Source: an optimization exercise on an open RTL-to-GDS flow (aim: small area). Production flows keep margins and buffers that such runs may drop.
Only simulation tests tie the RTL to the original design; equivalence was not proved.
Power is estimated from default activity; no workload was simulated.

P:
==> module multiport_regfile, before the edit <==
module multiport_regfile #(
    parameter int                 DATA_W   = 32,
    parameter int                 NUM_REGS = 32,
    parameter int                 AW       = $clog2(NUM_REGS),
    parameter int                 SP_IDX   = 2,
    parameter logic [DATA_W-1:0]  SP_INIT  = 32'h0000_2ffc
) (
    input  logic              clk,
    input  logic              reset,
    input  logic [AW-1:0]     rs1,
    input  logic [AW-1:0]     rs2,
    output logic [DATA_W-1:0] rs1_dout,
    output logic [DATA_W-1:0] rs2_dout,
    input  logic              wa_en,
    input  logic [AW-1:0]     wa_rd,
    input  logic [DATA_W-1:0] wa_din,
    input  logic              wb_en,
    input  logic [AW-1:0]     wb_rd,
    input  logic [DATA_W-1:0] wb_din,
    output logic              ready,
    output logic              wr_conflict
);
    localparam logic [AW-1:0]     ZERO_IDX  = {AW{1'b0}};
    localparam logic [AW-1:0]     LAST_IDX  = AW'(NUM_REGS - 1);
    localparam logic [DATA_W-1:0] ZERO_DATA = {DATA_W{1'b0}};
    localparam int                NR        = NUM_REGS - 1;
    localparam int                HALF      = DATA_W / 2;
    logic              ready_r;
    logic [AW-1:0]     idx_r;
    logic              wr_conflict_r;
    logic [DATA_W-1:0] da_s, db_s;
    logic [3:0]        wa_hi, wb_hi, r1_hi, r2_hi;
    logic [7:0]        wa_lo, wb_lo, r1_lo, r2_lo;
    logic [NR-1:0]     dec_a_n, dec_b_n;
    logic [NR-1:0]     sel_a_s, sel_b_s, hold_s;
    logic [NR-1:0]     rd1_s   [2];
    logic [NR-1:0]     rd2_s   [2];
    logic              sel_b_sp_s;
    logic [NR-1:0]     q_s [DATA_W];
    always_ff @(posedge clk) begin
        if (reset) begin
            ready_r       <= 1'b0;
            idx_r         <= ZERO_IDX;
            wr_conflict_r <= 1'b0;
        end else begin
            if (!ready_r) begin
                idx_r <= idx_r + AW'(1);
                if (idx_r == LAST_IDX) ready_r <= 1'b1;
            end
            wr_conflict_r <= ready_r && wa_en && wb_en && (wa_rd == wb_rd) && (wa_rd != ZERO_IDX);
        end
    end
    assign da_s = wa_din;
    assign db_s = wb_din | (ready_r ? ZERO_DATA : SP_INIT);
    always_comb begin
        for (int j = 0; j < 4; j++) begin
            wa_hi[j]   = ready_r && wa_en && (wa_rd[4:3] == 2'(j));
            wb_hi[j]   = ready_r && wb_en && (wb_rd[4:3] == 2'(j));
            r1_hi[j]   = ready_r && (rs1[4:3] == 2'(j));
            r2_hi[j]   = ready_r && (rs2[4:3] == 2'(j));
        end
        for (int k = 0; k < 8; k++) begin
            wa_lo[k]   = (wa_rd[2:0] == 3'(k));
            wb_lo[k]   = (wb_rd[2:0] == 3'(k));
            r1_lo[k]   = (rs1[2:0] == 3'(k));
            r2_lo[k]   = (rs2[2:0] == 3'(k));
        end
    end
    for (genvar r = 0; r < NR; r++) begin : g_dec
        localparam int HI = (r + 1) / 8;
        localparam int LO = (r + 1) % 8;
        rf_nand2 u_dan (.a(wa_hi[HI]),   .b(wa_lo[LO]),   .y(dec_a_n[r]));
        rf_nand2 u_dbn (.a(wb_hi[HI]),   .b(wb_lo[LO]),   .y(dec_b_n[r]));
        rf_and3 u_sa (.a(wa_hi[HI]),  .b(wa_lo[LO]),  .c(dec_b_n[r]), .y(sel_a_s[r]));
        rf_and2 u_sb (.a(wb_hi[HI]),  .b(wb_lo[LO]),  .y(sel_b_s[r]));
        rf_and3 u_h  (.a(dec_a_n[r]), .b(dec_b_n[r]), .c(ready_r), .y(hold_s[r]));
        for (genvar hf = 0; hf < 2; hf++) begin : g_half
            rf_and2 u_rd1 (.a(r1_hi[HI]),  .b(r1_lo[LO]),  .y(rd1_s[hf][r]));
            rf_and2 u_rd2 (.a(r2_hi[HI]),  .b(r2_lo[LO]),  .y(rd2_s[hf][r]));
        end
    end
    rf_nand2 u_sbsp (.a(dec_b_n[SP_IDX-1]), .b(ready_r), .y(sel_b_sp_s));
    for (genvar r = 0; r < NR; r++) begin : g_reg
        for (genvar b = 0; b < DATA_W; b++) begin : g_bit
            logic sb_c;
            if (r == SP_IDX - 1 && SP_INIT[b]) begin : g_sp
                assign sb_c = sel_b_sp_s;
            end else begin : g_nsp
                assign sb_c = sel_b_s[r];
            end
            rf_cell u_cell (
                .clk (clk),
                .sa  (sel_a_s[r]),
                .sb  (sb_c),
                .h   (hold_s[r]),
                .da  (da_s[b]),
                .db  (db_s[b]),
                .v   (q_s[b][r])
            );
        end
    end
    for (genvar b = 0; b < DATA_W; b++) begin : g_rd
        rf_rd u_rd1 (.sel(rd1_s[b / HALF]), .d(q_s[b]), .y(rs1_dout[b]));
        rf_rd u_rd2 (.sel(rd2_s[b / HALF]), .d(q_s[b]), .y(rs2_dout[b]));
    end
    assign ready       = ready_r;
    assign wr_conflict = wr_conflict_r;
endmodule
clock: 6.0 ns
lec_check: 0
cap_margin: 20
cell_pad_in_sites_detail_placement: 1
cell_pad_in_sites_global_placement: 1
core_margin: 2
core_utilization: 40
slew_margin: 20
synth_hierarchical: 1
synth_minimum_keep_size: 0
standard.sh (not shown) runs the stock make flow with config.mk's settings and CLKGATE_MAP_FILE= SYNTH_SCRIPT=/design/flow/synth_recipe.tcl, a recipe that flattens the netlist after the stock synthesis.
==> flow/flow/run.sh <==
#!/bin/bash
# Standard layout with two changes: port buffers start as the smallest buffer
# (sky130_fd_sc_hd__buf_1; the resizer still sizes them), and the clock tree uses
# clkbuf_16 sink buffers over larger clusters, without dummy loads.
set -euo pipefail
export BUFFER_PORTS_ARGS="-buffer_cell sky130_fd_sc_hd__buf_1"
export CTS_ARGS="-sink_clustering_enable -repair_clock_nets -buf_list sky130_fd_sc_hd__clkbuf_16 -sink_clustering_size 24 -sink_clustering_max_diameter 90 -dont_use_dummy_load"
bash standard.sh finish > make_finish.log 2>&1
#### Input delta (Q over P)
==> flow/design.v, changed modules only <==
module multiport_regfile #(
    parameter int                 DATA_W   = 32,
    parameter int                 NUM_REGS = 32,
    parameter int                 AW       = $clog2(NUM_REGS),
    parameter int                 SP_IDX   = 2,
    parameter logic [DATA_W-1:0]  SP_INIT  = 32'h0000_2ffc
) (
    input  logic              clk,
    input  logic              reset,
    input  logic [AW-1:0]     rs1,
    input  logic [AW-1:0]     rs2,
    output logic [DATA_W-1:0] rs1_dout,
    output logic [DATA_W-1:0] rs2_dout,
    input  logic              wa_en,
    input  logic [AW-1:0]     wa_rd,
    input  logic [DATA_W-1:0] wa_din,
    input  logic              wb_en,
    input  logic [AW-1:0]     wb_rd,
    input  logic [DATA_W-1:0] wb_din,
    output logic              ready,
    output logic              wr_conflict
);
    localparam logic [AW-1:0]     ZERO_IDX  = {AW{1'b0}};
    localparam logic [AW-1:0]     LAST_IDX  = AW'(NUM_REGS - 1);
    localparam logic [DATA_W-1:0] ZERO_DATA = {DATA_W{1'b0}};
    localparam int                NR        = NUM_REGS - 1;
    localparam int                HALF      = DATA_W / 2;
    logic              ready_r;
    logic [AW-1:0]     idx_r;
    logic              wr_conflict_r;
    logic [DATA_W-1:0] da_s, db_s;
    logic [3:0]        wa_hi, wb_hi, r1_hi, r2_hi;
    logic [7:0]        wa_lo, wb_lo, r1_lo, r2_lo;
    logic [NR-1:0]     dec_a_n, dec_b_n;
    logic [NR-1:0]     sel_a_s [2];
    logic [NR-1:0]     sel_b_s [2];
    logic [NR-1:0]     hold_s  [2];
    logic [NR-1:0]     rd1_s   [2];
    logic [NR-1:0]     rd2_s   [2];
    logic              sel_b_sp_s;
    logic [NR-1:0]     q_s [DATA_W];
    always_ff @(posedge clk) begin
        if (reset) begin
            ready_r       <= 1'b0;
            idx_r         <= ZERO_IDX;
            wr_conflict_r <= 1'b0;
        end else begin
            if (!ready_r) begin
                idx_r <= idx_r + AW'(1);
                if (idx_r == LAST_IDX) ready_r <= 1'b1;
            end
            wr_conflict_r <= ready_r && wa_en && wb_en && (wa_rd == wb_rd) && (wa_rd != ZERO_IDX);
        end
    end
    assign da_s = wa_din;
    assign db_s = wb_din | (ready_r ? ZERO_DATA : SP_INIT);
    always_comb begin
        for (int j = 0; j < 4; j++) begin
            wa_hi[j]   = ready_r && wa_en && (wa_rd[4:3] == 2'(j));
            wb_hi[j]   = ready_r && wb_en && (wb_rd[4:3] == 2'(j));
            r1_hi[j]   = ready_r && (rs1[4:3] == 2'(j));
            r2_hi[j]   = ready_r && (rs2[4:3] == 2'(j));
        end
        for (int k = 0; k < 8; k++) begin
            wa_lo[k]   = (wa_rd[2:0] == 3'(k));
            wb_lo[k]   = (wb_rd[2:0] == 3'(k));
            r1_lo[k]   = (rs1[2:0] == 3'(k));
            r2_lo[k]   = (rs2[2:0] == 3'(k));
        end
    end
    for (genvar r = 0; r < NR; r++) begin : g_dec
        localparam int HI = (r + 1) / 8;
        localparam int LO = (r + 1) % 8;
        rf_nand2 u_dan (.a(wa_hi[HI]),   .b(wa_lo[LO]),   .y(dec_a_n[r]));
        rf_nand2 u_dbn (.a(wb_hi[HI]),   .b(wb_lo[LO]),   .y(dec_b_n[r]));
        for (genvar hf = 0; hf < 2; hf++) begin : g_half
            rf_and3 u_sa  (.a(wa_hi[HI]),  .b(wa_lo[LO]),  .c(dec_b_n[r]), .y(sel_a_s[hf][r]));
            rf_and2 u_sb  (.a(wb_hi[HI]),  .b(wb_lo[LO]),  .y(sel_b_s[hf][r]));
            rf_and3 u_h   (.a(dec_a_n[r]), .b(dec_b_n[r]), .c(ready_r), .y(hold_s[hf][r]));
            rf_and2 u_rd1 (.a(r1_hi[HI]),  .b(r1_lo[LO]),  .y(rd1_s[hf][r]));
            rf_and2 u_rd2 (.a(r2_hi[HI]),  .b(r2_lo[LO]),  .y(rd2_s[hf][r]));
        end
    end
    rf_nand2 u_sbsp (.a(dec_b_n[SP_IDX-1]), .b(ready_r), .y(sel_b_sp_s));
    for (genvar r = 0; r < NR; r++) begin : g_reg
        for (genvar b = 0; b < DATA_W; b++) begin : g_bit
            logic sb_c;
            if (r == SP_IDX - 1 && SP_INIT[b]) begin : g_sp
                assign sb_c = sel_b_sp_s;
            end else begin : g_nsp
                assign sb_c = sel_b_s[b / HALF][r];
            end
            rf_cell u_cell (
                .clk (clk),
                .sa  (sel_a_s[b / HALF][r]),
                .sb  (sb_c),
                .h   (hold_s[b / HALF][r]),
                .da  (da_s[b]),
                .db  (db_s[b]),
                .v   (q_s[b][r])
            );
        end
    end
    for (genvar b = 0; b < DATA_W; b++) begin : g_rd
        rf_rd u_rd1 (.sel(rd1_s[b / HALF]), .d(q_s[b]), .y(rs1_dout[b]));
        rf_rd u_rd2 (.sel(rd2_s[b / HALF]), .d(q_s[b]), .y(rs2_dout[b]));
    end
    assign ready       = ready_r;
    assign wr_conflict = wr_conflict_r;
endmodule
## What came out
- Compared with P, Q shows a fraction of layout instances using a drive strength above 1 that is 1.5 points lower.
- Summary of Q over P: net switching power figure went up; initial antenna violation count moved down; number of cell instances on the worst register-to-register path climbed 1.
- Re final sum of negative setup slack: no difference whatsoever between Q and P.
- Cmp P and Q / global-route usage / higher: P
- Vias: Q fewer than P
- From P to Q the numbers moved as follows: final worst setup slack grew by 49 ps; post-synthesis simple-gate area fraction grew by 1.2 points; cell area power density shrank by 2.4 nW/um^2.

afterwards: timing with drivers on the ports:
Ports are ideal in the flow. The routed layouts listed here were re-timed in OpenROAD.
Step 1 sets driving cells, clkbuf_16 on the clock port and buf_2 on the other inputs (assumed; they add their load-dependent delay and slew).
Step 2 also shifts input and output timing later by t, the mid clock arrival at the registers, as if the neighbouring blocks saw the same clock.
Slacks: no drivers / after step 1 / after step 2; pairs: no drivers / after step 1.
run	t (ns)	setup WS [ns]	worst setup path at the end	cell pins on the clock port's net
P	0.782	0.253 / 0.225 / 0.225	input to output	1
Q	0.770	0.302 / 0.271 / 0.271	input to output	1
After both steps every run listed still meets setup and hold. For Q, which loses most, drivers alone change the setup slack by -0.031 ns; drivers and shift together by -0.031 ns.
